This design comes from an exercise in tuning for small area and a short achievable clock period on the open sky130 flow, not from production work.
At most, simulation tests tie the RTL to the original design; equivalence was not proved.
Power is estimated from default activity; no workload was simulated.

== the previous run ==
## eth_readout
module eth_readout (
	input  logic                  RCLK,
	input  logic                  RST_RESYNC,
	input  logic                  smp_wr_en_i,
	input  logic [11:0]           smp_data_i,
	input  logic                  smp_ovlp_i,
	input  logic                  l1a_wr_en_i,
	input  logic [23:0]           l1a_num_i,
	input  logic                  warn_i,
	input  logic                  txack_i,
	output logic [15:0]           txd_o,
	output logic                  txd_valid_o,
	output logic                  evt_buf_amt_o,
	output logic                  evt_buf_afl_o
);
	logic phase;
	always_ff @(posedge RCLK) begin
		phase <= ~phase;
	end
	logic send;         
	logic done;         
	logic [3:0] slot;
	logic rd_phase;     
	logic adv;
	logic smp_rd;
	assign adv = send && txack_i;
	assign smp_rd = rd_phase && txack_i;
	logic [7:0] smp_lo;
	logic [4:0] smp_hi;
	logic smp_full;
	logic smp_inc;
	logic smp_dec;
	logic [12:0] smp_head;
	logic amt_n;        
	assign evt_buf_amt_o = ~amt_n;
	assign smp_full = smp_hi[4];
	assign smp_inc = smp_wr_en_i && !smp_full && !smp_rd;
	assign smp_dec = smp_rd && !smp_wr_en_i;
	always_ff @(posedge RCLK or posedge RST_RESYNC) begin
		if (RST_RESYNC) begin
			smp_lo <= 8'b0000_0001;
			smp_hi <= 5'b0_0001;
			amt_n <= 1'b0;
			evt_buf_afl_o <= 1'b0;
		end else begin
			if (smp_inc) begin
				smp_lo <= {smp_lo[6:0], smp_lo[7]};
				if (smp_lo[7]) smp_hi <= {smp_hi[3:0], 1'b0};
			end else if (smp_dec) begin
				smp_lo <= {smp_lo[0], smp_lo[7:1]};
				if (smp_lo[0]) smp_hi <= {1'b0, smp_hi[4:1]};
			end
			amt_n <= !smp_hi[0] || (smp_inc ? (|smp_lo[7:4]) : smp_dec ? (|smp_lo[7:6]) : (|smp_lo[7:5]));
			evt_buf_afl_o <= smp_hi[4] || (smp_hi[3] && (smp_inc ? (|smp_lo[7:3]) : smp_dec ? (|smp_lo[7:5]) : (|smp_lo[7:4])));
		end
	end
	sync_fifo #(.WIDTH(13), .DEPTH(32), .RD2(1'b1)) smp_fifo (
		.RCLK(RCLK), .phase_i(phase),
		.wr_en_i(smp_wr_en_i), .din_i({smp_ovlp_i, smp_data_i}),
		.rd_a_i(rd_phase), .rd_b_i(txack_i), .cnt_lo_i(smp_lo), .cnt_hi_i(smp_hi), .dout_o(smp_head)
	);
	logic [7:0] l1a_lo;
	logic [2:0] l1a_hi;
	logic [4:0] l1a_count;
	logic l1a_inc;
	logic l1a_dec;
	logic [24:0] l1a_head;
	assign l1a_inc = l1a_wr_en_i && !l1a_hi[2] && !done;
	assign l1a_dec = done && !l1a_wr_en_i;
  ...
Settings: LEC_CHECK=0, CAP_MARGIN=20, CORE_MARGIN=2, CORE_UTILIZATION=55, SETUP_SLACK_MARGIN=1.2, SLEW_MARGIN=20, SYNTH_HIERARCHICAL=1, SYNTH_MINIMUM_KEEP_SIZE=0; clock period 3.0 ns.
standard.sh (not shown) runs the stock make flow with config.mk's settings and CLKGATE_MAP_FILE= SYNTH_SCRIPT=/design/flow/synth_recipe.tcl, a recipe that flattens the netlist after the stock synthesis.
==> flow/flow/run.sh <==
#!/bin/bash
# Standard ORFS layout (the standard.sh, standard synthesis) with a few
# ORFS variables changed:
#  - port buffers are buf_4 cells, and sizing may change a cell's footprint,
#  - CTS without dummy loads and with larger sink clusters.
# Each step's full output is in synth.log / layout.log here and in orfs/logs.
set -euo pipefail
bash standard.sh synth > synth.log 2>&1
bash standard.sh MATCH_CELL_FOOTPRINT=0 \
  "BUFFER_PORTS_ARGS=-buffer_cell sky130_fd_sc_hd__buf_4" \
  "CTS_ARGS=-sink_clustering_enable -repair_clock_nets -dont_use_dummy_load -sink_clustering_size 16 -sink_clustering_max_diameter 60 -buf_list sky130_fd_sc_hd__clkbuf_8 -root_buf sky130_fd_sc_hd__clkbuf_16" \
  finish > layout.log 2>&1
--- input diff the previous run..the current run ---
-- flow/flow/run.sh --
<<< the previous run, line 11
  "CTS_ARGS=-sink_clustering_enable -repair_clock_nets -dont_use_dummy_load -sink_clustering_size 16 -sink_clustering_max_diameter 60 -buf_list sky130_fd_sc_hd__clkbuf_8 -root_buf sky130_fd_sc_hd__clkbuf_16" \
>>> the current run, line 11
  "CTS_ARGS=-sink_clustering_enable -repair_clock_nets -dont_use_dummy_load -sink_clustering_size 24 -sink_clustering_max_diameter 80" \
Results
The previous run → the current run: setup slack picked up an extra 77 ps; via count now sits lower.
The previous run → the current run: post-CTS repair timing setup buffer count fell by 2; final-layout worst hold slack down 12 ps; total power essentially unchanged.
A highest metal layer with signal wires of met4 is what the previous run shows, while met5 belongs to the current run.
On routed wire length: the current run sits below the previous run.
The previous run has lower share of total power in the clock network than the current run.
The clock latency of the later-clocked register in the worst-skew pair in the current run was higher than what the previous run gave.
The current run vs the previous run: maximum clock rate up in the current run
No run of this note included a check of the RTL's function; only the layout flow was run.


eth_readout, a different RTL version from the one above (not shown whole).
For scale: about 910 flip-flops.
// eth_readout
module eth_readout (
	input  logic                  RCLK,
	input  logic                  RST_RESYNC,
	input  logic                  smp_wr_en_i,
	input  logic [11:0]           smp_data_i,
	input  logic                  smp_ovlp_i,
	input  logic                  l1a_wr_en_i,
	input  logic [23:0]           l1a_num_i,
	input  logic                  warn_i,
	input  logic                  txack_i,
	output logic [15:0]           txd_o,
	output logic                  txd_valid_o,
	output logic                  evt_buf_amt_o,
	output logic                  evt_buf_afl_o
);
	function automatic logic [5:0] inc6(input logic [5:0] v);
		logic c;
		c = 1'b1;
		for (int b = 0; b < 6; b++) begin
			inc6[b] = v[b] ^ c;
			c = c & v[b];
		end
	endfunction
	function automatic logic [5:0] dec6(input logic [5:0] v);
		logic c;
		c = 1'b1;
		for (int b = 0; b < 6; b++) begin
			dec6[b] = v[b] ^ c;
			c = c & ~v[b];
		end
	endfunction
	logic send;         
	logic done;         
	logic [3:0] slot;
	logic rd_phase;     
	logic adv;
	logic smp_rd;
	assign adv = send && txack_i;
	assign smp_rd = rd_phase && txack_i;
	logic [5:0] smp_count;
	logic smp_do_wr;
	logic smp_inc;
	logic smp_dec;
	logic [12:0] smp_head;
	assign smp_do_wr = smp_wr_en_i && (!smp_count[5] || smp_rd);
	assign smp_inc = smp_do_wr && !smp_rd;
	assign smp_dec = smp_rd && !smp_do_wr;
	always_ff @(posedge RCLK or posedge RST_RESYNC) begin
		if (RST_RESYNC) begin
			smp_count <= '0;
  ...
==> flow/config.mk <==
export PLATFORM = sky130hd
export DESIGN_NAME = eth_readout
export DESIGN_NICKNAME = eth_readout
export VERILOG_FILES = /design/flow/design.v
export SDC_FILE = /design/flow/constraint.sdc
export NUM_CORES = 4
export LEC_CHECK = 0
export CAP_MARGIN = 20
export CORE_MARGIN = 2
export CORE_UTILIZATION = 60
export SLEW_MARGIN = 20
==> flow/constraint.sdc <==
create_clock -name core_clock -period 3.0 [get_ports {RCLK}]
set_input_delay 0.6000 -clock core_clock [delete_from_list [all_inputs] [get_ports {RCLK}]]
set_output_delay 0.6000 -clock core_clock [all_outputs]
set_load 0.01 [all_outputs]
run.sh (not shown) runs the stock make flow with config.mk's settings and CLKGATE_MAP_FILE= SYNTH_SCRIPT=/design/flow/synth_recipe.tcl, a recipe that flattens the netlist after the stock synthesis.
Stock flow here: none of the scripts above is used.
The baseline completed without violations.
Rerun with:
Settings changed: SETUP_SLACK_MARGIN from default to 1.3.
=>
- The new run finished clean
- fmax came out higher by roughly a tenth
- total power came out higher by a few percent
- die area stays the same
- cell area came out higher by roughly a tenth
- utilization came out higher by 7.9 points
- synthesized cell count is unchanged
- clock skew came out higher by 0.0097 ns
- combinational power came out higher by well over a third
- routed wire length came out higher by about a fifth
- critical path depth came out higher by 2
No functional check of the RTL was part of any run of this note.


eth_readout, a different RTL version from the one above (not shown whole).
Size in the first run: about 2800 cells after synthesis, ~62 I/O pins, ~0.034 sq mm of cells after synthesis.
Settings: LEC_CHECK=0, CAP_MARGIN=20, CORE_MARGIN=2, CORE_UTILIZATION=50, SETUP_SLACK_MARGIN=1.2, SLEW_MARGIN=20, SYNTH_HIERARCHICAL=1, SYNTH_MINIMUM_KEEP_SIZE=0; clock period 3.0 ns.
standard.sh (not shown) runs the stock make flow with config.mk's settings and CLKGATE_MAP_FILE= SYNTH_SCRIPT=/design/flow/synth_recipe.tcl, a recipe that flattens the netlist after the stock synthesis.
==> flow/flow/run.sh <==
#!/bin/bash
# Standard ORFS layout (the standard.sh, standard synthesis) with a few
# ORFS variables changed:
#  - port buffers are buf_2 cells, and sizing may change a cell's footprint,
#  - CTS without dummy loads and with larger sink clusters.
# Each step's full output is in synth.log / layout.log here and in orfs/logs.
set -euo pipefail
bash standard.sh synth > synth.log 2>&1
bash standard.sh MATCH_CELL_FOOTPRINT=0 \
  "BUFFER_PORTS_ARGS=-buffer_cell sky130_fd_sc_hd__buf_2" \
  "CTS_ARGS=-sink_clustering_enable -repair_clock_nets -dont_use_dummy_load -sink_clustering_size 28 -sink_clustering_max_diameter 200 -distance_between_buffers 200" \
  finish > layout.log 2>&1
The first run passed the timing, design-rule and antenna checks.
Next try:
Settings changed: CORE_UTILIZATION 50 to 55.
The changed run ran to the end with no violations.
Via count is lower by about 0.9%.
Cell area decreases by about 1.4%.
Sequential share of layout area increases by 0.74 points.
Fmax came out higher by 6.7%.
Wire length decreases by 0.62%.
Next try:
==> flow/flow/run.sh (replaced) <==
#!/bin/bash
# Standard ORFS layout (the standard.sh, standard synthesis) with a few
# ORFS variables changed:
#  - port buffers are buf_4 cells, and sizing may change a cell's footprint,
#  - CTS without dummy loads and with larger sink clusters.
# Each step's full output is in synth.log / layout.log here and in orfs/logs.
set -euo pipefail
bash standard.sh synth > synth.log 2>&1
bash standard.sh MATCH_CELL_FOOTPRINT=0 \
  "BUFFER_PORTS_ARGS=-buffer_cell sky130_fd_sc_hd__buf_4" \
  "CTS_ARGS=-sink_clustering_enable -repair_clock_nets -dont_use_dummy_load -sink_clustering_size 24 -sink_clustering_max_diameter 80" \
  finish > layout.log 2>&1
Settings changed: CORE_UTILIZATION 55 to 50.
Synthesized cell count stays the same.
Register-to-register slack is about the same.
Count of clock-buffer cells in the layout increases by 7.
Sequential power hardly moves.
Routed wire length barely changes.
Worst hold slack gets worse by 0.28 ns.
Clock skew decreases by 0.017 ns.
Synthesized area does not change.
Critical path depth does not change.
Power increases by 1.6%.
Flip-flop and latch count is unchanged.
Next try:
Settings changed: CORE_UTILIZATION 50 to 55.
After rerunning: The new run finished clean; wire length went down by 0.68%; final area goes down by 1.6%; area after synthesis is unchanged; sequential cell count stays the same; non-clock buffer count rises by 3; clock-buffer cell count drops by 1.


Setup of job 3486:
Another version of the RTL of eth_readout (not shown whole).
Size: roughly 34000 um^2 of cells after synthesis.
## eth_readout
module eth_readout (
	input  logic                  RCLK,
	input  logic                  RST_RESYNC,
	input  logic                  smp_wr_en_i,
	input  logic [11:0]           smp_data_i,
	input  logic                  smp_ovlp_i,
	input  logic                  l1a_wr_en_i,
	input  logic [23:0]           l1a_num_i,
	input  logic                  warn_i,
	input  logic                  txack_i,
	output logic [15:0]           txd_o,
	output logic                  txd_valid_o,
	output logic                  evt_buf_amt_o,
	output logic                  evt_buf_afl_o
);
	logic phase;
	always_ff @(posedge RCLK) begin
		phase <= ~phase;
	end
	logic send;         
	logic done;         
	logic [3:0] slot;
	logic rd_phase;     
	logic adv;
	logic smp_rd;
	assign adv = send && txack_i;
	assign smp_rd = rd_phase && txack_i;
	logic [7:0] smp_lo;
	logic [4:0] smp_hi;
	logic smp_full;
	logic smp_do_wr;
	logic smp_inc;
	logic smp_dec;
	logic [12:0] smp_head;
	logic amt_n;        
	assign evt_buf_amt_o = ~amt_n;
	assign smp_full = smp_hi[4];
	assign smp_do_wr = smp_wr_en_i && (!smp_full || smp_rd);
	assign smp_inc = smp_do_wr && !smp_rd;
	assign smp_dec = smp_rd && !smp_do_wr;
	always_ff @(posedge RCLK or posedge RST_RESYNC) begin
		if (RST_RESYNC) begin
			smp_lo <= 8'b0000_0001;
			smp_hi <= 5'b0_0001;
			amt_n <= 1'b0;
			evt_buf_afl_o <= 1'b0;
		end else begin
			if (smp_inc) begin
				smp_lo <= {smp_lo[6:0], smp_lo[7]};
				if (smp_lo[7]) smp_hi <= {smp_hi[3:0], 1'b0};
			end else if (smp_dec) begin
				smp_lo <= {smp_lo[0], smp_lo[7:1]};
				if (smp_lo[0]) smp_hi <= {1'b0, smp_hi[4:1]};
			end
			amt_n <= !smp_hi[0] || (smp_inc ? (|smp_lo[7:4]) : smp_dec ? (|smp_lo[7:6]) : (|smp_lo[7:5]));
			evt_buf_afl_o <= smp_hi[4] || (smp_hi[3] && (smp_inc ? (|smp_lo[7:3]) : smp_dec ? (|smp_lo[7:5]) : (|smp_lo[7:4])));
		end
	end
	sync_fifo #(.WIDTH(13), .DEPTH(32)) smp_fifo (
		.RCLK(RCLK), .phase_i(phase),
		.do_wr_i(smp_do_wr), .din_i({smp_ovlp_i, smp_data_i}),
		.do_rd_i(smp_rd), .cnt_lo_i(smp_lo), .cnt_hi_i(smp_hi), .dout_o(smp_head)
	);
	logic [7:0] l1a_lo;
	logic [2:0] l1a_hi;
	logic [4:0] l1a_count;
	logic l1a_do_wr;
	logic l1a_inc;
	logic l1a_dec;
	logic [24:0] l1a_head;
	assign l1a_do_wr = l1a_wr_en_i && (!l1a_hi[2] || done);
	assign l1a_inc = l1a_do_wr && !done;
	assign l1a_dec = done && !l1a_do_wr;
	always_ff @(posedge RCLK or posedge RST_RESYNC) begin
  ...
Settings: LEC_CHECK=0, CAP_MARGIN=20, CORE_MARGIN=2, CORE_UTILIZATION=65, SETUP_SLACK_MARGIN=1.0, SLEW_MARGIN=20, SYNTH_HIERARCHICAL=1, SYNTH_MINIMUM_KEEP_SIZE=0; clock period 3.0 ns.
==> flow/flow/run.sh <==
#!/bin/bash
# Standard ORFS layout (the standard.sh, standard synthesis) with a few
# ORFS variables changed:
#  - port buffers are buf_4 cells, and sizing may change a cell's footprint,
#  - CTS without dummy loads and with larger sink clusters.
# Each step's full output is in synth.log / layout.log here and in orfs/logs.
set -euo pipefail
bash standard.sh synth > synth.log 2>&1
bash standard.sh MATCH_CELL_FOOTPRINT=0 \
  "BUFFER_PORTS_ARGS=-buffer_cell sky130_fd_sc_hd__buf_4" \
  "CTS_ARGS=-sink_clustering_enable -repair_clock_nets -dont_use_dummy_load -sink_clustering_size 24 -sink_clustering_max_diameter 80" \
  finish > layout.log 2>&1
What job 498 does differently from job 3486 at the input level:
Settings: CORE_UTILIZATION: 65 -> 55; SETUP_SLACK_MARGIN: 1.0 -> 1.25.
Findings:
- The critical path depth reported for job 498 is greater than that of job 3486 by 4.
- Job 3486 → job 498: final area went up by about 10%, clock group total power increased about 3%.
- As far as number of max-slew violations in the final report goes, job 3486 and job 498 are indistinguishable; the numbers are identical.
- Re number of buffers added for setup after CTS: job 3486 was lower than job 498.
- Effective utilization at floorplan is higher on job 3486
- In the metrics for job 498 and job 3486, the one carrying the higher layout-stage area growth over the synthesis result is job 498.
- Run comparison: job 3486 library cell contributing the largest single delay on the critical path sky130_fd_sc_hd__xor2_2; job 498 library cell contributing the largest single delay on the critical path sky130_fd_sc_hd__a222oi_1
- Via count was lower in the run labelled job 3486.
- Job 498 -> job 3486: portion of total power attributed to the clock network flat
For job 6551, these inputs were changed with respect to job 498:
Settings: changing SETUP_SLACK_MARGIN from 1.25 to 1.0.
- Job 6551 ended up with l1a_fifo.mem[123] as its end point of the critical path; job 498 ended up with l1a_fifo.mem[348].
- Diff job 498 -> job 6551 | final instance area | decrease of 8.5%
- Job 6551 vs job 498, instance count: job 6551 lower
- Hold-fix buffer count after cts in job 6551 vs job 498: up 1
Here is what was changed in the inputs of job 8547 compared with job 6551.
Settings: swapping 1.0 for 1.45 in SETUP_SLACK_MARGIN.
Results
- Going from job 6551 to job 8547, total design power moved up, count of nets after finishing picked up an extra about 5.6%, combinational power share increased by 3.3 points relative to the old numbers, hold slack shows a reduction of 0.21 ns, largest stage delay on the critical path now sits lower.
- Summary: final area, job 8547 worse than job 6551
- Cell count in job 8547 vs job 6551: up about 4.4%
- Setup slack: job 8547 less than job 6551

[re-timing with driven ports]
The flow's constraints put no driver on any port. The routed layouts listed below were extracted and timed again, unchanged, in two steps.
Step 1 assumes that a clkbuf_16 drives the clock port and a buf_2 every other input.
Step 2 also shifts input and output timing later by t, the mid clock arrival at the registers, as if the neighbouring blocks saw the same clock.
Slacks: no drivers / after step 1 / after step 2; pairs: no drivers / after step 1.
| run | shift t [ns] | setup slack, ns | worst setup path at the end | clock arrival spread, ns | worst data-port slew with drivers (ns) |
|---|---|---|---|---|---|
| the previous run | 0.655 | 1.081 / 1.081 / 0.744 | input to register | 0.058 / 0.057 | 0.05 |
| the current run | 0.674 | 1.158 / 1.092 / 0.704 | input to register | 0.060 / 0.060 | 0.05 |
| the first run of note 2 | 0.696 | 0.242 / 0.242 / -0.173 | input to register | 0.018 / 0.017 | 0.11 |
| the second run of note 2 | 0.715 | 0.577 / 0.577 / 0.230 | input to register | 0.026 / 0.026 | 0.10 |
| the first run of note 3 | 0.637 | 1.085 / 1.085 / 0.677 | input to register | 0.065 / 0.065 | 0.07 |
| the second run of note 3 | 0.643 | 1.206 / 1.143 / 0.675 | input to register | 0.063 / 0.063 | 0.07 |
| the third run of note 3 | 0.659 | 1.205 / 1.140 / 0.776 | input to register | 0.050 / 0.049 | 0.08 |
| the fourth run of note 3 | 0.663 | 1.194 / 1.134 / 0.813 | input to register | 0.039 / 0.039 | 0.06 |
| job 3486 | 0.661 | 1.039 / 1.039 / 0.654 | input to register | 0.044 / 0.045 | 0.06 |
| job 498 | 0.665 | 0.929 / 0.929 / 0.578 | input to register | 0.029 / 0.029 | 0.07 |
| job 6551 | 0.651 | 1.031 / 1.031 / 0.619 | input to register | 0.036 / 0.036 | 0.07 |
| job 8547 | 0.664 | 0.984 / 0.984 / 0.574 | input to register | 0.036 / 0.036 | 0.07 |
With both steps, setup timing fails in the first run of note 2, where it was met with ideal ports. For the second run of note 3, which loses most, drivers alone change the setup slack by -0.063 ns; drivers and shift together by -0.531 ns.
